Source: an optimization exercise on an open RTL-to-GDS flow (aim: small area, a short achievable clock period and few clock cycles). Production flows keep margins and buffers that such runs may drop.
Only simulation tests tie the RTL to the original design; equivalence was not proved.

## flow/design.v (module list and top-level ports; edited modules follow where they fit)
// module matrix_seq: 119 lines
// module mac_lane: 70 lines
// module mac_ylane: 59 lines
// module smb_enc17: 98 lines
// module booth_enc16: 31 lines
// module bk_add40: 268 lines
// module wino_lane_tree: 1631 lines
// module wino_y_tree: 1399 lines
// module result_drain: 109 lines
// module matrix_mac_top: 97 lines
module matrix_mac_top (
        input  logic                        clk,
        input  logic                        rst,
        input  logic                        trg,
        input  logic [COL_W-1:0]            num_cols,
        input  logic [BEAT_W-1:0]           num_beats,
        input  logic [NUM_LANES*WORD_W-1:0] adc_rdat,
        input  logic [WORD_W-1:0]           coe_rdat,
        input  logic                        res_credit,
        output logic [BEAT_W-1:0]           adc_adr,
        output logic [COE_ADR_W-1:0]        coe_adr,
        output logic                        busy,
        output logic                        res_valid,
        output logic [LANE_W-1:0]           res_lane,
        output logic [ACC_W-1:0]            res_dat
);
  // ...
==> flow/flow/run.sh <==
#!/bin/bash
# Layout flow: the standard ORFS flow, with the synthesis script changed so that
# Yosys's generic "synth -run fine:" step skips its quick ABC pass (-noabc). That pass
# scrambles the polarity of the carry-save adder trees, which extract_fa then maps with
# extra inverters. Registers and everything after synthesis are as in the standard flow.
# Extra ORFS variables for the layout steps (e.g. a tighter setup slack margin for the
# repair steps) are read from flow/extra_vars.txt.
set -euo pipefail
D=$(pwd)
mkdir -p "$D/mylogs"
sed -e 's/synth -top \$::env(DESIGN_NAME) -run fine: {\*}\$synth_full_args/synth -top $::env(DESIGN_NAME) -run fine: -noabc {*}$synth_full_args/' \
    "$FLOW_HOME/scripts/synth.tcl" > "$D/synth_noabc.tcl"
grep -q 'run fine: -noabc' "$D/synth_noabc.tcl"
sed -e "s#source \$::env(SCRIPTS_DIR)/synth.tcl#source $D/synth_noabc.tcl#" synth_recipe.tcl > "$D/my_synth.tcl"
grep -q "synth_noabc.tcl" "$D/my_synth.tcl"
EXTRA=""
if [[ -f flow/extra_vars.txt ]]; then EXTRA=$(grep -v '^#' flow/extra_vars.txt | tr '\n' ' '); fi
sed -e "s#SYNTH_SCRIPT=[^ ]*#SYNTH_SCRIPT=$D/my_synth.tcl#" \
    -e "s#\"\${@:-finish}\"#$EXTRA \"\${@:-finish}\"#" standard.sh > "$D/my_standard.sh"
grep -q "my_synth.tcl" "$D/my_standard.sh"
bash "$D/my_standard.sh" > "$D/mylogs/flow_make.log" 2>&1
==> flow/flow/extra_vars.txt <==
SETUP_SLACK_MARGIN=5.9
==> flow/standard.sh <==
#!/bin/bash
# synth_recipe.tcl (not shown) runs the flow's synth.tcl, then flattens the netlist and writes it again
# the make line also repeats each setting of config.mk as NAME=value (left out here)
make -C /OpenROAD-flow-scripts/flow DESIGN_CONFIG=/design/flow/config.mk WORK_HOME=/design/flow/orfs CLKGATE_MAP_FILE= SYNTH_SCRIPT=/design/flow/synth_recipe.tcl "${@:-finish}"
==> flow/config.mk <==
export PLATFORM = sky130hd
export DESIGN_NAME = matrix_mac_top
export DESIGN_NICKNAME = matrix_mac_top
export VERILOG_FILES = /design/flow/design.v
export SDC_FILE = /design/flow/constraint.sdc
export NUM_CORES = 4
export LEC_CHECK = 0
export ABC_CLOCK_PERIOD_IN_PS = 4000
export CAP_MARGIN = 20
export CORE_MARGIN = 2
export CORE_UTILIZATION = 40
export SETUP_SLACK_MARGIN = 5
export SLEW_MARGIN = 20
==> flow/constraint.sdc <==
create_clock -name core_clock -period 10.0 [get_ports {clk}]
set_input_delay 2.0000 -clock core_clock [delete_from_list [all_inputs] [get_ports {clk}]]
set_output_delay 2.0000 -clock core_clock [all_outputs]
set_load 0.01 [all_outputs]
==> metrics.cfg, run 1 <==
[yosys]
ranking_of_synthesized_cells_by_instance_count = sky130_fd_sc_hd__xnor2_1 (1,698), sky130_fd_sc_hd__fa_1 (1,585), sky130_fd_sc_hd__a22oi_1 (1,341)
dominantRegCellSynth = sky130_fd_sc_hd__dfxtp_1
ys_async_sr_fraction_pct = 0
synthCells = 11800
mappedNetlistArea_um2 = 124000
fraction_of_the_mapped_netlist_area_in_adder_cells_pct = 31.5

[worst_setup_path]
critical_path.cell_chain = clkdlybuf4s50_1 > nor2b_4 > fa_1 > a21oi_1 > o21ai_0 > o21ai_0
worst-endpoint-arrival_ps = 4900
timing.rr.end = i_result_drain.res_dat[39]
max_stage_delay_ps = 830

[route]
wl_met2_um = 198000
avgRoutedWirePerCell_um = 29.7

[sta]
grt_setup_unrepaired = true
final_critical_path_setup_slack_ps = 5870
fmax_ghz = 0.242

[finish]
layout-area-overhead-vs-synth_pct = 15.7
filler_cell_count = 28400

[floorplan]
die-area_um2 = 314000

[global_routing]
largest_net_degree_at_the_start_of_global_routing = 162

[run_status]
outcome = complete, no violations

[cts]
post_cts.resized_instances = 550
clkSinkCount = 1413

Testbench counts, summed over its fixed seeds: cycles 38,803.
==> module result_drain, before the edit <==
module result_drain (
        input  logic                       clk,
        input  logic                       rst,
        input  logic                       t3_v,
        input  logic                       t3_last,
        input  logic                       t3_pre,
        input  logic                       t3_jl,
        input  logic [NUM_LANES*ACC_W-1:0] lane_acc,    
        input  logic [CORR_W-1:0]          y_acc,
        input  logic                       res_credit,
        output logic                       flush,
        output logic                       cin,
        output logic                       ld_nx,
        output logic                       ld_inv,
        output logic                       ld_init,
        output logic                       init_zero,
        output logic                       y_zero,
        output logic                       grp_now,
        output logic                       res_valid,
        output logic [LANE_W-1:0]          res_lane,
        output logic [ACC_W-1:0]           res_dat
);
        logic [ACC_W-1:0]  grp [NUM_LANES];
        logic [CORR_W-1:0] grp_y;
        logic              grp_v;
        logic [LANE_W-1:0] lane_idx;
        logic [NUM_LANES-1:0] lane_sel;   
        logic [ACC_W-1:0]  grp_sel;
        logic              rst_dp;     
        logic [CRED_W-1:0] cred_cnt;
        logic              acc_full;
        logic              pend_jl;
        logic              acc_en;
        logic              pre_done;
        logic              col_done;
        logic              xfer_late;
        logic              xfer;
        logic              send;
        logic              grp_free;
        assign send      = grp_v && (cred_cnt != '0);
        assign grp_free  = !grp_v || (send && lane_idx == LANE_W'(NUM_LANES - 1));
        assign flush     = t3_v && acc_full;
        assign acc_en    = t3_v && !acc_full && !rst;
        assign pre_done  = acc_en && t3_last && t3_pre;
        assign col_done  = acc_en && t3_last && !t3_pre;
        assign grp_now   = col_done && grp_free;
        assign xfer_late = acc_full && grp_free;
        assign xfer      = grp_now || xfer_late;
        assign ld_inv    = pre_done;
        assign ld_init   = xfer || rst_dp;
        assign init_zero = rst_dp || (grp_now ? t3_jl : pend_jl);
        assign ld_nx     = acc_en && !pre_done && !grp_now;
        assign y_zero    = rst_dp || pre_done || xfer;
        always_ff @(posedge clk) begin
                if (rst) begin
                        acc_full  <= 1'b0;
                        pend_jl   <= 1'b0;
                        cin       <= 1'b0;
                        grp_v     <= 1'b0;
                        lane_idx  <= '0;
                        lane_sel  <= NUM_LANES'(1);
                        cred_cnt  <= CRED_W'(OUT_CREDITS);
                        res_valid <= 1'b0;
                end else begin
                        acc_full  <= (acc_full || col_done) && !grp_free;
                        if (col_done)
                                pend_jl <= t3_jl;
                        if (ld_inv)
                                cin <= 1'b1;
                        else if (ld_init)
                                cin <= !init_zero;
                        else if (ld_nx)
                                cin <= 1'b0;
                        cred_cnt  <= cred_cnt + CRED_W'(res_credit) - CRED_W'(send);
                        res_valid <= send;
                        if (xfer) begin
                                grp_v    <= 1'b1;
                                lane_idx <= '0;
                                lane_sel <= NUM_LANES'(1);
                        end else if (send) begin
                                lane_idx <= lane_idx + 1'b1;
                                lane_sel <= {lane_sel[NUM_LANES-2:0], lane_sel[NUM_LANES-1]};
                                if (lane_idx == LANE_W'(NUM_LANES - 1))
                                        grp_v <= 1'b0;
                        end
                end
        end
        always_ff @(posedge clk)
                rst_dp <= rst;
        always_ff @(posedge clk) begin
                if (xfer) begin
                        for (int i = 0; i < NUM_LANES; i++)
                                grp[i] <= lane_acc[i*ACC_W +: ACC_W];
                        grp_y <= y_acc;
                end
        end
        always_comb begin
                grp_sel = '0;
                for (int i = 0; i < NUM_LANES; i++)
                        grp_sel = grp_sel | (grp[i] & {ACC_W{lane_sel[i]}});
        end
        logic [ACC_W-1:0] res_nx;
        bk_add40 i_sub (.a(grp_sel), .b(~{{(ACC_W-CORR_W){grp_y[CORR_W-1]}}, grp_y}),
                        .ci(1'b1), .y(res_nx));
        always_ff @(posedge clk) begin
                res_lane <= lane_idx;
                res_dat  <= res_nx;
        end
endmodule
==> inputs of run 2 (changes only) <==
--- a/flow/design.v
+++ b/flow/design.v
@@ -396,270 +396,2 @@
 endmodule
-module bk_add40 (
-  input  logic [39:0] a,
-  input  logic [39:0] b,
-  input  logic        ci,
-  output logic [39:0] y
-);
-  logic [39:0] p, g;
-  assign p = a ^ b;
-  assign g = a & b;
-  logic G0c;
-  assign G0c = g[0] | (p[0] & ci);
-  logic G0, P0;
-  assign G0 = g[1] | (p[1] & G0c);
-  assign P0 = p[1] & 1'b0;
-  logic G1, P1;
-  assign G1 = g[3] | (p[3] & g[2]);
-  assign P1 = p[3] & p[2];
-  logic G2, P2;
-  assign G2 = g[5] | (p[5] & g[4]);
-  assign P2 = p[5] & p[4];
-  logic G3, P3;
-  assign G3 = g[7] | (p[7] & g[6]);
-  assign P3 = p[7] & p[6];
-  logic G4, P4;
-  assign G4 = g[9] | (p[9] & g[8]);
-  assign P4 = p[9] & p[8];
-  logic G5, P5;
-  assign G5 = g[11] | (p[11] & g[10]);
-  assign P5 = p[11] & p[10];
-  logic G6, P6;
-  assign G6 = g[13] | (p[13] & g[12]);
-  assign P6 = p[13] & p[12];
-  logic G7, P7;
-  assign G7 = g[15] | (p[15] & g[14]);
-  assign P7 = p[15] & p[14];
-  logic G8, P8;
-  assign G8 = g[17] | (p[17] & g[16]);
-  assign P8 = p[17] & p[16];
-  logic G9, P9;
-  assign G9 = g[19] | (p[19] & g[18]);
-  assign P9 = p[19] & p[18];
-  logic G10, P10;
-  assign G10 = g[21] | (p[21] & g[20]);
-  assign P10 = p[21] & p[20];
-  logic G11, P11;
-  assign G11 = g[23] | (p[23] & g[22]);
-  assign P11 = p[23] & p[22];
-  logic G12, P12;
-  assign G12 = g[25] | (p[25] & g[24]);
-  assign P12 = p[25] & p[24];
-  logic G13, P13;
-  assign G13 = g[27] | (p[27] & g[26]);
-  assign P13 = p[27] & p[26];
-  logic G14, P14;
-  assign G14 = g[29] | (p[29] & g[28]);
-  assign P14 = p[29] & p[28];
-  logic G15, P15;
-  assign G15 = g[31] | (p[31] & g[30]);
-  assign P15 = p[31] & p[30];
-  logic G16, P16;
-  assign G16 = g[33] | (p[33] & g[32]);
-  assign P16 = p[33] & p[32];
-  logic G17, P17;
-  assign G17 = g[35] | (p[35] & g[34]);
-  assign P17 = p[35] & p[34];
-  logic G18, P18;
-  assign G18 = g[37] | (p[37] & g[36]);
-  assign P18 = p[37] & p[36];
-  logic G19, P19;
-  assign G19 = g[39] | (p[39] & g[38]);
-  assign P19 = p[39] & p[38];
-  logic G20, P20;
-  assign G20 = G1 | (P1 & G0);
-  assign P20 = P1 & P0;
-  logic G21, P21;
-  assign G21 = G3 | (P3 & G2);
-  assign P21 = P3 & P2;
-  logic G22, P22;
-  assign G22 = G5 | (P5 & G4);
-  assign P22 = P5 & P4;
-  logic G23, P23;
-  assign G23 = G7 | (P7 & G6);
-  assign P23 = P7 & P6;
-  logic G24, P24;
-  assign G24 = G9 | (P9 & G8);
-  assign P24 = P9 & P8;
-  logic G25, P25;
-  assign G25 = G11 | (P11 & G10);
-  assign P25 = P11 & P10;
-  logic G26, P26;
-  assign G26 = G13 | (P13 & G12);
-  assign P26 = P13 & P12;
-  logic G27, P27;
-  assign G27 = G15 | (P15 & G14);
-  assign P27 = P15 & P14;
-  logic G28, P28;
-  assign G28 = G17 | (P17 & G16);
-  assign P28 = P17 & P16;
-  logic G29, P29;
-  assign G29 = G19 | (P19 & G18);
-  assign P29 = P19 & P18;
-  logic G30, P30;
-  assign G30 = G21 | (P21 & G20);
-  assign P30 = P21 & P20;
-  logic G31, P31;
-  assign G31 = G23 | (P23 & G22);
-  assign P31 = P23 & P22;
-  logic G32, P32;
-  assign G32 = G25 | (P25 & G24);
-  assign P32 = P25 & P24;
-  logic G33, P33;
-  assign G33 = G27 | (P27 & G26);
-  assign P33 = P27 & P26;
-  logic G34, P34;
-  assign G34 = G29 | (P29 & G28);
-  assign P34 = P29 & P28;
-  logic G35, P35;
-  assign G35 = G31 | (P31 & G30);
-  assign P35 = P31 & P30;
-  logic G36, P36;
-  assign G36 = G33 | (P33 & G32);
-  assign P36 = P33 & P32;
-  logic G37, P37;
-  assign G37 = G36 | (P36 & G35);
-  assign P37 = P36 & P35;
-  logic G38, P38;
-  assign G38 = G32 | (P32 & G35);
-  assign P38 = P32 & P35;
-  logic G39, P39;
-  assign G39 = G34 | (P34 & G37);
-  assign P39 = P34 & P37;
-  logic G40, P40;
-  assign G40 = G22 | (P22 & G30);
-  assign P40 = P22 & P30;
-  logic G41, P41;
-  assign G41 = G24 | (P24 & G35);
-  assign P41 = P24 & P35;
-  logic G42, P42;
-  assign G42 = G26 | (P26 & G38);
-  assign P42 = P26 & P38;
-  logic G43, P43;
-  assign G43 = G28 | (P28 & G37);
-  assign P43 = P28 & P37;
-  logic G44, P44;
-  assign G44 = G2 | (P2 & G20);
-  assign P44 = P2 & P20;
-  logic G45, P45;
-  assign G45 = G4 | (P4 & G30);
-  assign P45 = P4 & P30;
-  logic G46, P46;
-  assign G46 = G6 | (P6 & G40);
-  assign P46 = P6 & P40;
-  logic G47, P47;
-  assign G47 = G8 | (P8 & G35);
-  assign P47 = P8 & P35;
-  logic G48, P48;
-  assign G48 = G10 | (P10 & G41);
-  assign P48 = P10 & P41;
-  logic G49, P49;
-  assign G49 = G12 | (P12 & G38);
-  assign P49 = P12 & P38;
-  logic G50, P50;
-  assign G50 = G14 | (P14 & G42);
-  assign P50 = P14 & P42;
-  logic G51, P51;
-  assign G51 = G16 | (P16 & G37);
-  assign P51 = P16 & P37;
-  logic G52, P52;
-  assign G52 = G18 | (P18 & G43);
-  assign P52 = P18 & P43;
-  logic G53, P53;
-  assign G53 = g[2] | (p[2] & G0);
-  assign P53 = p[2] & P0;
-  logic G54, P54;
-  assign G54 = g[4] | (p[4] & G20);
-  assign P54 = p[4] & P20;
-  logic G55, P55;
-  assign G55 = g[6] | (p[6] & G44);
-  assign P55 = p[6] & P44;
-  logic G56, P56;
-  assign G56 = g[8] | (p[8] & G30);
-  assign P56 = p[8] & P30;
-  logic G57, P57;
-  assign G57 = g[10] | (p[10] & G45);
-  assign P57 = p[10] & P45;
-  logic G58, P58;
-  assign G58 = g[12] | (p[12] & G40);
-  assign P58 = p[12] & P40;
-  logic G59, P59;
-  assign G59 = g[14] | (p[14] & G46);
-  assign P59 = p[14] & P46;
-  logic G60, P60;
-  assign G60 = g[16] | (p[16] & G35);
-  assign P60 = p[16] & P35;
-  logic G61, P61;
-  assign G61 = g[18] | (p[18] & G47);
-  assign P61 = p[18] & P47;
-  logic G62, P62;
-  assign G62 = g[20] | (p[20] & G41);
-  assign P62 = p[20] & P41;
-  logic G63, P63;
-  assign G63 = g[22] | (p[22] & G48);
-  assign P63 = p[22] & P48;
-  logic G64, P64;
-  assign G64 = g[24] | (p[24] & G38);
-  assign P64 = p[24] & P38;
-  logic G65, P65;
-  assign G65 = g[26] | (p[26] & G49);
-  assign P65 = p[26] & P49;
-  logic G66, P66;
-  assign G66 = g[28] | (p[28] & G42);
-  assign P66 = p[28] & P42;
-  logic G67, P67;
-  assign G67 = g[30] | (p[30] & G50);
-  assign P67 = p[30] & P50;
-  logic G68, P68;
-  assign G68 = g[32] | (p[32] & G37);
-  assign P68 = p[32] & P37;
-  logic G69, P69;
-  assign G69 = g[34] | (p[34] & G51);
-  assign P69 = p[34] & P51;
-  logic G70, P70;
-  assign G70 = g[36] | (p[36] & G43);
-  assign P70 = p[36] & P43;
-  logic G71, P71;
-  assign G71 = g[38] | (p[38] & G52);
-  assign P71 = p[38] & P52;
-  assign y[0] = p[0] ^ ci;
-  assign y[1] = p[1] ^ G0c;
-  assign y[2] = p[2] ^ G0;
-  assign y[3] = p[3] ^ G53;
-  assign y[4] = p[4] ^ G20;
-  assign y[5] = p[5] ^ G54;
-  assign y[6] = p[6] ^ G44;
-  assign y[7] = p[7] ^ G55;
-  assign y[8] = p[8] ^ G30;
-  assign y[9] = p[9] ^ G56;
-  assign y[10] = p[10] ^ G45;
-  assign y[11] = p[11] ^ G57;
-  assign y[12] = p[12] ^ G40;
-  assign y[13] = p[13] ^ G58;
-  assign y[14] = p[14] ^ G46;
-  assign y[15] = p[15] ^ G59;
-  assign y[16] = p[16] ^ G35;
-  assign y[17] = p[17] ^ G60;
-  assign y[18] = p[18] ^ G47;
-  assign y[19] = p[19] ^ G61;
-  assign y[20] = p[20] ^ G41;
-  assign y[21] = p[21] ^ G62;
-  assign y[22] = p[22] ^ G48;
-  assign y[23] = p[23] ^ G63;
-  assign y[24] = p[24] ^ G38;
-  assign y[25] = p[25] ^ G64;
-  assign y[26] = p[26] ^ G49;
-  assign y[27] = p[27] ^ G65;
-  assign y[28] = p[28] ^ G42;
-  assign y[29] = p[29] ^ G66;
-  assign y[30] = p[30] ^ G50;
-  assign y[31] = p[31] ^ G67;
-  assign y[32] = p[32] ^ G37;
-  assign y[33] = p[33] ^ G68;
-  assign y[34] = p[34] ^ G51;
-  assign y[35] = p[35] ^ G69;
-  assign y[36] = p[36] ^ G43;
-  assign y[37] = p[37] ^ G70;
-  assign y[38] = p[38] ^ G52;
-  assign y[39] = p[39] ^ G71;
-endmodule
 module wino_lane_tree (
@@ -3797,8 +3529,5 @@
         end
-        logic [ACC_W-1:0] res_nx;
-        bk_add40 i_sub (.a(grp_sel), .b(~{{(ACC_W-CORR_W){grp_y[CORR_W-1]}}, grp_y}),
-                        .ci(1'b1), .y(res_nx));
         always_ff @(posedge clk) begin
                 res_lane <= lane_idx;
-                res_dat  <= res_nx;
+                res_dat  <= grp_sel - {{(ACC_W-CORR_W){grp_y[CORR_W-1]}}, grp_y};
         end
==> flow/flow/extra_vars.txt (replaced) <==
SETUP_SLACK_MARGIN=6.0
--- a/flow/config.mk
+++ b/flow/config.mk
@@ -11,2 +11,4 @@
 export CORE_UTILIZATION = 40
+export CTS_CLUSTER_DIAMETER = 100
+export CTS_CLUSTER_SIZE = 20
 export SETUP_SLACK_MARGIN = 5
==> run 2 against run 1 <==
- clock-buffer cell count is 82 lower
- global-route usage shrank 0.28 points
- critical path type unchanged
- largest cell class unchanged
- highest routed layer unchanged
==> metrics.cfg, run 2 <==
[run_status]
outcome = complete, no violations  ; unchanged

[yosys]
post_synth.cell_area_avg_um2 = 10.5  ; about the same
mappedNetlistArea_um2 = 124000  ; about the same
dominantRegCellSynth = sky130_fd_sc_hd__dfxtp_1  ; unchanged
yosys.cell_count.top_type = sky130_fd_sc_hd__xnor2_1  ; unchanged
synthesis.nets = 14300  ; about the same
netlist_top_cells_area = sky130_fd_sc_hd__fa_1 (25%), sky130_fd_sc_hd__dfxtp_1 (15%), sky130_fd_sc_hd__edfxtp_1 (13%)  ; was sky130_fd_sc_hd__fa_1 (26%), sky130_fd_sc_hd__dfxtp_1 (14%), sky130_fd_sc_hd__edfxtp_1 (13%)
synth_cell_types = 91  ; was 105
ys_async_sr_fraction_pct = 0  ; unchanged
number_of_enable_flip_flop_cells_after_synthesis = 517  ; unchanged
seq_cells_post_synth = 1413  ; unchanged
post-synth-top-area-cell = sky130_fd_sc_hd__fa_1  ; unchanged
sequential_share_of_the_synthesized_area_pct = 27.1  ; was 27.0%
yosys.area.top_type_share_pct = 25.4  ; was 25.6%
ranking_of_synthesized_cells_by_instance_count = sky130_fd_sc_hd__xnor2_1 (1,704), sky130_fd_sc_hd__fa_1 (1,566), sky130_fd_sc_hd__a22oi_1 (1,340)  ; was sky130_fd_sc_hd__xnor2_1 (1,698), sky130_fd_sc_hd__fa_1 (1,585), sky130_fd_sc_hd__a22oi_1 (1,341)
synthCells = 11800  ; about the same
total_of_warnings_raised_by_yosys = 5  ; unchanged

[cts]
clock_tree_from_tritoncts = yes  ; unchanged
max-clock-path-buffers = 4  ; unchanged
cts_inserted_buffers = 99  ; was 167
clock-root-buffer = sky130_fd_sc_hd__clkbuf_16  ; unchanged
clkSlewWorstSetupHoldPaths_ps = 80  ; was 60 ps
clkSinkCount = 1413  ; unchanged
clock_latency_ps = 920  ; was 900 ps
clock_tree.htree_level_count = 3  ; was 4
post_cts_hold_buffer_count = 0  ; unchanged

[worst_setup_path]
critPathRequiredTime_ps = 10790  ; was 10,770 ps
timing.critical_path.mode_cell = sky130_fd_sc_hd__a21oi_2  ; was sky130_fd_sc_hd__o21ai_0
critical_path.cell_chain = buf_6 > nor2b_4 > ha_4 > fa_2 > a21o_1 > a21oi_4 > o21bai_2 > a21oi_2 > buf_6 > o21bai_4 > a21oi_2 > o21ai_2 > or4_4 > o2111ai_4 > a21oi_2 > a31oi_1  ; was clkdlybuf4s50_1 > nor2b_4 > fa_1 > a21oi_1 > o21ai_0 > o21ai_0
endpoint_kind = flop  ; unchanged
max_stage_delay_ps = 540  ; was 830 ps
criticalPathCategory = in -> reg  ; unchanged
worst_setup_path_start_kind = input pin  ; unchanged
crit_fanout = 4  ; was 7
slowest_stage = sky130_fd_sc_hd__or4_4  ; was sky130_fd_sc_hd__nor2b_4
worst-endpoint-arrival_ps = 4920  ; was 4900 ps

[route]
route.detailed.drc = 0  ; unchanged
avgRoutedWirePerCell_um = 29.4  ; was 29.7 µm
viasPerCell = 5.93  ; was 5.97
drt.antenna.violating_nets = 0  ; unchanged
routed-via-count = 96900  ; was 96,700
drt-pass1-iter-count = 9  ; unchanged
dr.first_iter.drc_count = 11300  ; was 11,700
routed_wl_um = 480000  ; was 481,000 µm

[sta]
report.final.hold_viol_count = 0  ; unchanged
final_slew_violations = 0  ; unchanged
final_min_period_over_clock_period_pct = 41.3  ; about the same
skew_ps = 85.0  ; was 66.7 ps
fin_crit_ps = 4130  ; about the same
fmax_ghz = 0.242  ; about the same
whs_ps = 334  ; was 331 ps
grt_setup_unrepaired = true  ; unchanged
final-setup-viol-count = 0  ; unchanged
transition_at_the_pin_with_the_smallest_max_transition_slack_ps = 1110  ; was 1050 ps
worst_slew_margin_relative_to_its_limit_pct = 26.1  ; was 29.6%
final.setup.tns_ps = 0  ; unchanged

[finish]
mostFrequentLayoutCell = sky130_fd_sc_hd__xnor2_1  ; unchanged
filler_cell_count = 28000  ; was 28,400
core_util_final_pct = 47.0  ; was 46.5%
net_count_reported_at_finish = 14600  ; was 14,400
layout_common_cells = sky130_fd_sc_hd__xnor2_1 (1,666), sky130_fd_sc_hd__fa_1 (1,463), sky130_fd_sc_hd__a22oi_1 (1,275), sky130_fd_sc_hd__nand2_1 (1,105), sky130_fd_sc_hd__buf_4 (656)  ; was sky130_fd_sc_hd__xnor2_1 (1,686), sky130_fd_sc_hd__fa_1 (1,540), sky130_fd_sc_hd__a22oi_1 (1,323), sky130_fd_sc_hd__nand2_1 (1,161), sky130_fd_sc_hd__dfxtp_1 (607)
biggestRegsByFlops = g_lane.i_mac_lane.acc x160, g_lane.i_mac_lane.x_r x160, i_result_drain.grp x160  ; unchanged
drive_gt1_share_pct = 15.5  ; was 12.7%
post-route-cell-area_um2 = 145000  ; was 143,000 µm²
layout-area-overhead-vs-synth_pct = 17.0  ; was 15.7%

[global_routing]
global_route_wire_length_before_repair_um = 681000  ; was 688,000 µm
grt_overflow = 0  ; unchanged
grt_pass1_vias = 96600  ; was 96,700
largest_net_degree_at_the_start_of_global_routing = 93  ; was 162
antenna_found_initial = 44  ; was 37
global_route.usage.total_pct = 29.5  ; was 29.8%

[hold_path]
holdCritPathClass = reg -> reg  ; unchanged

[placement]
portBuffers = 391  ; unchanged
global_placement_routability_congestion = 0.974  ; was 0.981
placed_area_um2 = 131000  ; about the same
hpwl_um = 346000  ; was 356,000 µm

[floorplan]
area_of_the_core_region_um2 = 308000  ; about the same
die_w_um = 560  ; about the same
y_dimension_of_the_die_um = 560  ; about the same
pin_count = 392  ; unchanged
row_count = 204  ; unchanged
die-area_um2 = 314000  ; about the same
floorplan.initialDensity_pct = 40.1  ; was 40.2%

[flow_run]
maxCapViolations = 0  ; unchanged

==> run 2: final cells by class <==
class	count	area, µm²	area share (%)
well taps	4120	5150	3.56
flip-flops and latches	1413	34400	23.8
inverters	380	1440	0.997
repair inverters	1	8.76	0.00605
diodes	33	82.6	0.0571
clock buffers	138	2680	1.85
multi-input cells	8967	88200	61.0
clock inverters	31	402	0.278
repair buffers	1255	12300	8.54
==> run 2: metrics by stage <==
step / instances / setup WS (ps)
after floorplan: 11800 / 2450
after global placement: 15500 / 3270
after detailed placement: 15500 / 3320
after CTS: 15900 / 5930
after global routing: 16300 / 5750
final: 16300 / 5870
==> run 2: path summary, 6_finish.rpt <==
path,start,end,slack [ps],cells past startpoint
worst min-delay path,i_matrix_seq.t1_last,i_matrix_seq.t2_last,330,0
worst max register to register,g_lane[2].i_mac_lane.acc[14],g_lane[2].i_mac_lane.acc[34],5890,14
worst min register to register,i_matrix_seq.t1_last,i_matrix_seq.t2_last,330,0
worst max-delay path,coe_rdat[48],g_lane[1].i_mac_lane.uc_r[14],5870,16
==> run 2: worst max-delay path: cells and delay by family <==
kind                       cells  cell delay [ps]
AOI/OAI and AO/OA             10             1310
adders and majority gates      2              590
buffers and inverters          2              240
and+or+nand+nor                2              760
==> run 2: logic make-up (layout without fill, tap and decap cells) <==
family                   Yosys count  after routing  share of synthesized area, %
AO/OA/AOI/OAI                   2817           2818                          15.8
adder cells (fa/ha/maj)         2154           2154                          31.3
XOR/XNOR                        2010           2010                          14.2
AND/OR/NAND/NOR                 1913           1922                          6.77
flip-flops                      1413           1413                          27.1
buffers and inverters           1402           1805                          4.33
multiplexers                      63             63                         0.510
other                              0             33                             0
==> run 2: layer usage <==
layer,vias up,routed length [µm],track usage (%)
met5,-,391,0
met1,48800,187000,38.5
met2,5704,208000,44.0
met4,24,32500,17.6
met3,1119,51600,7.38
li1,41200,-,-
==> run 2: repair_timing <==
action / 4_1_cts / 5_1_grt
pin swaps: 122 / 249
gates resized for setup: 874 / 581
hold endpoints to repair: 0 / 0
setup buffers: 197 / 413
setup endpoints to repair: 1105 / 630
gates cloned: 18 / 7
Testbench counts of run 2, summed over its fixed seeds: cycles 38,803.
==> inputs of run 3 (changes only) <==
==> flow/flow/extra_vars.txt (replaced) <==
SETUP_SLACK_MARGIN=5.7
==> run 3 against run 2 <==
- die area unchanged
- area after synthesis unchanged
- critical path type is now reg -> reg
- critical endpoint is now g_lane[0].i_mac_lane.c_r[19]
- highest routed layer unchanged
==> metrics.cfg, run 3 <==
[sta]
final_slew_violations = 0  ; unchanged
whs_ps = 334  ; about the same
final.setup.tns_ps = 0  ; unchanged
fin_crit_ps = 4280  ; was 4130 ps
skew_ps = 83.5  ; was 85.0 ps
fmax_ghz = 0.234  ; was 0.242 GHz
final_min_period_over_clock_period_pct = 42.8  ; was 41.3%
final_critical_path_setup_slack_ps = 5720  ; was 5870 ps
grt_setup_unrepaired = true  ; unchanged
worst_slew_margin_relative_to_its_limit_pct = 24.5  ; was 26.1%
final-setup-viol-count = 0  ; unchanged
report.final.hold_viol_count = 0  ; unchanged
transition_at_the_pin_with_the_smallest_max_transition_slack_ps = 1130  ; was 1110 ps

[global_routing]
global_route.usage.total_pct = 29.1  ; was 29.5%
global_route_wire_length_before_repair_um = 673000  ; was 681,000 µm
grt_pass1_vias = 95500  ; was 96,600
largest_net_degree_at_the_start_of_global_routing = 93  ; unchanged
grt_overflow = 0  ; unchanged
antenna_found_initial = 43  ; was 44

[route]
dr.first_iter.drc_count = 10700  ; was 11,300
routed-via-count = 94700  ; was 96,900
drt-pass1-iter-count = 6  ; was 9
avgRoutedWirePerCell_um = 29.7  ; was 29.4 µm
viasPerCell = 6.00  ; was 5.93
routed_wl_um = 468000  ; was 480,000 µm
drt.antenna.violating_nets = 0  ; unchanged
route.detailed.drc = 0  ; unchanged

[yosys]
yosys.area.top_type_share_pct = 25.4  ; unchanged
yosys.cell_count.top_type = sky130_fd_sc_hd__xnor2_1  ; unchanged
synthCells = 11800  ; unchanged
seq_cells_post_synth = 1413  ; unchanged
post-synth-top-area-cell = sky130_fd_sc_hd__fa_1  ; unchanged
sequential_share_of_the_synthesized_area_pct = 27.1  ; unchanged
netlist_top_cells_area = sky130_fd_sc_hd__fa_1 (25%), sky130_fd_sc_hd__dfxtp_1 (15%), sky130_fd_sc_hd__edfxtp_1 (13%)  ; unchanged
ranking_of_synthesized_cells_by_instance_count = sky130_fd_sc_hd__xnor2_1 (1,704), sky130_fd_sc_hd__fa_1 (1,566), sky130_fd_sc_hd__a22oi_1 (1,340)  ; unchanged
dominantRegCellSynth = sky130_fd_sc_hd__dfxtp_1  ; unchanged
ys_async_sr_fraction_pct = 0  ; unchanged
mappedNetlistArea_um2 = 124000  ; unchanged
synthesis.nets = 14300  ; unchanged
number_of_enable_flip_flop_cells_after_synthesis = 517  ; unchanged
post_synth.cell_area_avg_um2 = 10.5  ; unchanged
synth_cell_types = 91  ; unchanged
total_of_warnings_raised_by_yosys = 5  ; unchanged

[cts]
clock_tree.htree_level_count = 3  ; unchanged
clock_latency_ps = 920  ; about the same
clock_tree_from_tritoncts = yes  ; unchanged
clock-root-buffer = sky130_fd_sc_hd__clkbuf_16  ; unchanged
max-clock-path-buffers = 4  ; unchanged
clkSlewWorstSetupHoldPaths_ps = 80  ; about the same
cts_inserted_buffers = 99  ; unchanged
clkSinkCount = 1413  ; unchanged
post_cts_hold_buffer_count = 0  ; unchanged

[finish]
mostFrequentLayoutCell = sky130_fd_sc_hd__xnor2_1  ; unchanged
net_count_reported_at_finish = 14100  ; was 14,600
post-route-cell-area_um2 = 137000  ; was 145,000 µm²
layout_common_cells = sky130_fd_sc_hd__xnor2_1 (1,694), sky130_fd_sc_hd__fa_1 (1,558), sky130_fd_sc_hd__a22oi_1 (1,334), sky130_fd_sc_hd__nand2_1 (1,110), sky130_fd_sc_hd__dfxtp_1 (673)  ; was sky130_fd_sc_hd__xnor2_1 (1,666), sky130_fd_sc_hd__fa_1 (1,463), sky130_fd_sc_hd__a22oi_1 (1,275), sky130_fd_sc_hd__nand2_1 (1,105), sky130_fd_sc_hd__buf_4 (656)
layout-area-overhead-vs-synth_pct = 10.7  ; was 17.0%
biggestRegsByFlops = g_lane.i_mac_lane.acc x160, g_lane.i_mac_lane.x_r x160, i_result_drain.grp x160  ; unchanged
drive_gt1_share_pct = 8.41  ; was 15.5%
instances_no_fill = 15800  ; was 16,300

[worst_setup_path]
critical-path-top-delay-family = adder cells  ; was compound AO/OA/AOI/OAI gates
timing.critical_path.mode_cell = sky130_fd_sc_hd__fa_1  ; was sky130_fd_sc_hd__a21oi_2
slowest_stage = sky130_fd_sc_hd__dfxtp_1  ; was sky130_fd_sc_hd__or4_4
worst_setup_path_start_kind = flop  ; was input pin
max_stage_delay_ps = 1060  ; was 540 ps
crit_fanout = 17  ; was 4
worst-endpoint-arrival_ps = 5020  ; was 4920 ps
cp.buffers_inverters = 0  ; was 2
critPathRequiredTime_ps = 10740  ; was 10,790 ps
criticalPathCategory = reg -> reg  ; was in -> reg
endpoint_kind = flop  ; unchanged
critical_path.cell_chain = a22oi_1 > xnor2_1 > ha_1 > fa_1 > fa_1 > fa_1 > fa_1 > fa_1  ; was buf_6 > nor2b_4 > ha_4 > fa_2 > a21o_1 > a21oi_4 > o21bai_2 > a21oi_2 > buf_6 > o21bai_4 > a21oi_2 > o21ai_2 > or4_4 > o2111ai_4 > a21oi_2 > a31oi_1

[placement]
worst_setup_slack_before_clock_tree_synthesis_ps = 3320  ; unchanged
global_placement_routability_congestion = 0.974  ; unchanged
portBuffers = 391  ; unchanged
placed_area_um2 = 131000  ; unchanged
hpwl_um = 346000  ; unchanged
placedCellCount = 15500  ; unchanged

[floorplan]
die_w_um = 560  ; unchanged
y_dimension_of_the_die_um = 560  ; unchanged
area_of_the_core_region_um2 = 308000  ; unchanged
die-area_um2 = 314000  ; unchanged
floorplan.initialDensity_pct = 40.1  ; unchanged
pin_count = 392  ; unchanged
row_count = 204  ; unchanged

[flow_run]
maxCapViolations = 0  ; unchanged

[run_status]
outcome = complete, no violations  ; unchanged

[hold_path]
holdCritPathClass = reg -> reg  ; unchanged

## run 3: cell counts after synthesis
Identical to the previous run, type by type.
## run 3: stage by stage
step | util [%]
after floorplan | -
after global placement | 42.5
after detailed placement | 42.5
after CTS | 44.0
after global routing | 44.4
final | 44.4
## run 3: timing repair
| action | CTS | global route |
|---|---|---|
| resized for setup | 383 | 196 |
| cloned | 10 | 7 |
| buffers inserted | 39 | 39 |
| endpoints found under the setup margin | 945 | 486 |
| endpoints found under the hold margin | 0 | 0 |
| pin swaps | 48 | 72 |
## run 3: worst paths after layout
kind                                startpoint                            to  slack (ps)  cells past startpoint
setup / recovery  g_lane[0].i_mac_lane.uc_r[4]  g_lane[0].i_mac_lane.c_r[19]        5720                      8
hold / removal            i_matrix_seq.t1_last          i_matrix_seq.t2_last         330                      0
hold reg to reg           i_matrix_seq.t1_last          i_matrix_seq.t2_last         330                      0
setup reg to reg  g_lane[0].i_mac_lane.uc_r[4]  g_lane[0].i_mac_lane.c_r[19]        5720                      8
## run 3: per-layer routing
metal  share of wire, %  GRT usage, %
met1                 40          38.1
met2                 43          43.3
met3                 10          7.28
met4                6.6          17.4
met5               0.12             0
## run 3: cells by family (layout without fill, tap and decap cells)
logic type	after synthesis	count (layout)	share of synthesized area, %
xor gates and xnor gates	2010	2010	14.2
adders and majority gates	2154	2154	31.3
and+or+nand+nor	1913	1920	6.77
other	0	29	0
muxes	63	63	0.510
buffers and inverters	1402	1267	4.33
AOI/OAI and AO/OA	2817	2818	15.8
DFF	1413	1413	27.1
## run 3: cell type report
type,instances,area [µm²]
clock inverter,31,402
multi-input combinational,8965,86300
antenna,29,72.6
timing repair inverter,1,8.76
fill,28600,171000
timing repair buffer,717,6890
clock buffer,138,2680
sequential,1413,33900
inverter,380,1440
tap,4120,5150
==> inputs of run 4 (changes only) <==
==> flow/flow/extra_vars.txt (replaced) <==
SETUP_SLACK_MARGIN=5.85
==> run 4 against run 3 <==
- still clean
- synthesized cell count is the same
- via count grew 0.45%
- flip-flop and latch count is the same
- fmax grew 3.1%
- clock-buffer cell count is the same
- sequential share of layout area shrank 0.096 points
- wire length grew 0.61%
- die area is the same
- critical path type unchanged
- highest routed layer unchanged
==> metrics.cfg, run 4 <==
[cts]
clock_tree.htree_level_count = 3  ; unchanged
clkSinkCount = 1413  ; unchanged
cts_inserted_buffers = 99  ; unchanged
clock-root-buffer = sky130_fd_sc_hd__clkbuf_16  ; unchanged
post_cts_hold_buffer_count = 0  ; unchanged
clock_tree_from_tritoncts = yes  ; unchanged
clock_latency_ps = 890  ; was 920 ps
clkSlewWorstSetupHoldPaths_ps = 90  ; was 80 ps
max-clock-path-buffers = 4  ; unchanged

[worst_setup_path]
timing.reg2reg.worst_path_depth = 7  ; was 8
crit_fanout = 17  ; unchanged
timing.critical_path.mode_cell = sky130_fd_sc_hd__fa_1  ; unchanged
timing.rr.end = g_lane[2].i_mac_lane.c_r[16]  ; was g_lane[0].i_mac_lane.c_r[19]
critical_path.cell_chain = a22oi_1 > xnor2_1 > fa_1 > fa_1 > fa_1 > fa_1 > fa_1  ; was a22oi_1 > xnor2_1 > ha_1 > fa_1 > fa_1 > fa_1 > fa_1 > fa_1
max_stage_delay_ps = 1020  ; was 1060 ps
slowest_stage = sky130_fd_sc_hd__dfxtp_1  ; unchanged
critical-path-top-delay-family = adder cells  ; unchanged
criticalPathCategory = reg -> reg  ; unchanged
critPathRequiredTime_ps = 10750  ; was 10,740 ps
cp.buffers_inverters = 0  ; unchanged
critical_path.reg2reg.startpoint = g_lane[2].i_mac_lane.uc_r[1]  ; was g_lane[0].i_mac_lane.uc_r[4]
reg2reg_setup_slack_ps = 5850  ; was 5720 ps
worst-endpoint-arrival_ps = 4900  ; was 5020 ps
worst_setup_path_start_kind = flop  ; unchanged
endpoint_kind = flop  ; unchanged

[yosys]
synthCells = 11800  ; unchanged
number_of_enable_flip_flop_cells_after_synthesis = 517  ; unchanged
dominantRegCellSynth = sky130_fd_sc_hd__dfxtp_1  ; unchanged
sequential_share_of_the_synthesized_area_pct = 27.1  ; unchanged
yosys.area.top_type_share_pct = 25.4  ; unchanged
yosys.cell_count.top_type = sky130_fd_sc_hd__xnor2_1  ; unchanged
post-synth-top-area-cell = sky130_fd_sc_hd__fa_1  ; unchanged
seq_cells_post_synth = 1413  ; unchanged
ys_async_sr_fraction_pct = 0  ; unchanged
synthesis.nets = 14300  ; unchanged
synth_cell_types = 91  ; unchanged
total_of_warnings_raised_by_yosys = 5  ; unchanged
netlist_top_cells_area = sky130_fd_sc_hd__fa_1 (25%), sky130_fd_sc_hd__dfxtp_1 (15%), sky130_fd_sc_hd__edfxtp_1 (13%)  ; unchanged
mappedNetlistArea_um2 = 124000  ; unchanged
ranking_of_synthesized_cells_by_instance_count = sky130_fd_sc_hd__xnor2_1 (1,704), sky130_fd_sc_hd__fa_1 (1,566), sky130_fd_sc_hd__a22oi_1 (1,340)  ; unchanged
post_synth.cell_area_avg_um2 = 10.5  ; unchanged

[sta]
skew_ps = 84.6  ; was 83.5 ps
fin_crit_ps = 4150  ; was 4280 ps
whs_ps = 333  ; was 334 ps
final.setup.tns_ps = 0  ; unchanged
transition_at_the_pin_with_the_smallest_max_transition_slack_ps = 1150  ; was 1130 ps
final_slew_violations = 0  ; unchanged
fmax_ghz = 0.241  ; was 0.234 GHz
worst_slew_margin_relative_to_its_limit_pct = 23.1  ; was 24.5%
final-setup-viol-count = 0  ; unchanged
grt_setup_unrepaired = true  ; unchanged
final_min_period_over_clock_period_pct = 41.5  ; was 42.8%
report.final.hold_viol_count = 0  ; unchanged

[finish]
core_util_final_pct = 45.1  ; was 44.4%
multi_input_area_um2 = 86900  ; was 86,300 µm²
layout_common_cells = sky130_fd_sc_hd__xnor2_1 (1,688), sky130_fd_sc_hd__fa_1 (1,547), sky130_fd_sc_hd__a22oi_1 (1,330), sky130_fd_sc_hd__nand2_1 (1,108), sky130_fd_sc_hd__dfxtp_1 (648)  ; was sky130_fd_sc_hd__xnor2_1 (1,694), sky130_fd_sc_hd__fa_1 (1,558), sky130_fd_sc_hd__a22oi_1 (1,334), sky130_fd_sc_hd__nand2_1 (1,110), sky130_fd_sc_hd__dfxtp_1 (673)
net_count_reported_at_finish = 14200  ; was 14,100
filler_cell_count = 28500  ; was 28,600
mostFrequentLayoutCell = sky130_fd_sc_hd__xnor2_1  ; unchanged
drive_gt1_share_pct = 9.99  ; was 8.41%
biggestRegsByFlops = g_lane.i_mac_lane.acc x160, g_lane.i_mac_lane.x_r x160, i_result_drain.grp x160  ; unchanged
layout-area-overhead-vs-synth_pct = 12.3  ; was 10.7%
post-route-cell-area_um2 = 139000  ; was 137,000 µm²
final-seq-area_um2 = 34300  ; was 33,900 µm²

[route]
drt-pass1-iter-count = 9  ; was 6
routed_wl_um = 471000  ; was 468,000 µm
drt.antenna.violating_nets = 0  ; unchanged
avgRoutedWirePerCell_um = 29.7  ; about the same
wirelength_met1_um = 185000  ; about the same
routed-via-count = 95200  ; was 94,700
detailroute.wirelength.met3_um = 50300  ; was 48,900 µm
dr.first_iter.drc_count = 11100  ; was 10,700
maxUsedRoutingLayer = met5  ; unchanged
wl_met2_um = 204000  ; was 203,000 µm
viasPerCell = 5.99  ; was 6.00
route.detailed.drc = 0  ; unchanged

[run_status]
outcome = complete, no violations  ; unchanged

[global_routing]
grt_overflow = 0  ; unchanged
grt_pass1_vias = 95700  ; was 95,500
global_route_wire_length_before_repair_um = 676000  ; was 673,000 µm
global_route.usage.total_pct = 29.3  ; was 29.1%
antenna_found_initial = 46  ; was 43
largest_net_degree_at_the_start_of_global_routing = 93  ; unchanged

[floorplan]
row_count = 204  ; unchanged
pin_count = 392  ; unchanged
floorplan.initialDensity_pct = 40.1  ; unchanged
die-area_um2 = 314000  ; unchanged
area_of_the_core_region_um2 = 308000  ; unchanged
y_dimension_of_the_die_um = 560  ; unchanged
die_w_um = 560  ; unchanged

[hold_path]
timing.hold.worst.start = i_matrix_seq.t1_last  ; unchanged
holdCritPathClass = reg -> reg  ; unchanged
hold_path_end = i_matrix_seq.t2_last  ; unchanged
hold-path-cell-count = 0  ; unchanged

[placement]
hpwl_um = 346000  ; unchanged
portBuffers = 391  ; unchanged
placed_area_um2 = 131000  ; unchanged
global_placement_routability_congestion = 0.974  ; unchanged

[flow_run]
maxCapViolations = 0  ; unchanged

## run 4: cell counts after synthesis
No cell type changed its count.
## run 4: stage by stage
| step | instances | setup slack (ps) |
|---|---|---|
| 2_1_floorplan | 11800 | 2450 |
| 3_3_place_gp | 15500 | 3270 |
| 3_5_place_dp | 15500 | 3320 |
| 4_1_cts | 15800 | 5760 |
| 5_1_grt | 15900 | 5730 |
| 6_report | 15900 | 5850 |
## run 4: cell type report
cell class                      count  area share [%]
Inverter                          380            1.04
Sequential cell                  1413            24.7
Tap cell                         4120            3.71
Antenna cell                       34          0.0613
Timing Repair inverter              1         0.00631
Clock inverter                     31           0.289
Clock buffer                      138            1.93
Timing Repair Buffer              808            5.76
Multi-Input combinational cell   8966            62.5
## run 4: how the worst max path moves through the flow
stage	startpoint	end	slack, ps	cells after the start
final	g_lane[2].i_mac_lane.uc_r[1]	g_lane[2].i_mac_lane.c_r[16]	5850	7
after global routing	g_lane[1].i_mac_lane.acc[6]	i_result_drain.grp[1][33]	5730	13
after CTS	coe_rdat[17]	g_lane[2].i_mac_lane.ua_r[14]	5760	17
after detailed placement	rst	g_lane[3].i_mac_lane.acc[16]	3320	9
after global placement	rst	g_lane[1].i_mac_lane.acc[29]	3270	11
after floorplan	rst	g_lane[0].i_mac_lane.acc[0]	2450	9
## run 4: layer usage
layer / vias up / global-route usage, %
met5: - / 0
met4: 32 / 17.3
met3: 1093 / 7.33
met2: 5707 / 43.6
met1: 48000 / 38.4
li1: 40300 / -
## run 4: kinds of logic after synthesis
logic type      count (synthesis)  share of synthesized area, %
mux                            63                         0.510
flops                        1413                          27.1
fa+ha+maj                    2154                          31.3
compound gates               2817                          15.8
buf+inv                      1402                          4.33
simple gates                 1913                          6.77
xor+xnor                     2010                          14.2
## run 4: what timing repair did
action | 4_1_cts | 5_1_grt
setup buffers | 69 | 95
cloned | 16 | 7
pin swaps | 80 | 102
setup endpoints to repair | 1011 | 541
hold endpoints to repair | 0 | 0
gates resized for setup | 543 | 371

separate check: timing with driven ports:
No port has a modelled driver above. Below, the same layouts with a new extraction and two added sets of constraints.
Step 1 assumes that a clkbuf_16 drives the clock port and a buf_2 every other input.
Step 2 adds t to the input delays and takes it off the output delays; t is the mean of the earliest and latest rising clock arrival at the registers after step 1. Input paths then give back, and output paths get back, about the clock's delay inside the block.
Slacks: ideal / step 1 / step 2; pairs: ideal / step 1.
run	t, ns	setup WS [ns]	pins driven straight from the clock port
run 1	0.962	5.869 / 5.928 / 4.966	1
run 2	0.967	5.868 / 5.886 / 4.957	1
run 3	0.972	5.724 / 5.724 / 4.789	1
run 4	0.968	5.853 / 5.853 / 4.940	1
After both steps setup and hold are still met in every run listed. The setup slack of run 3, which loses most, moves by 0.000 ns with the drivers and by -0.935 ns with both steps.
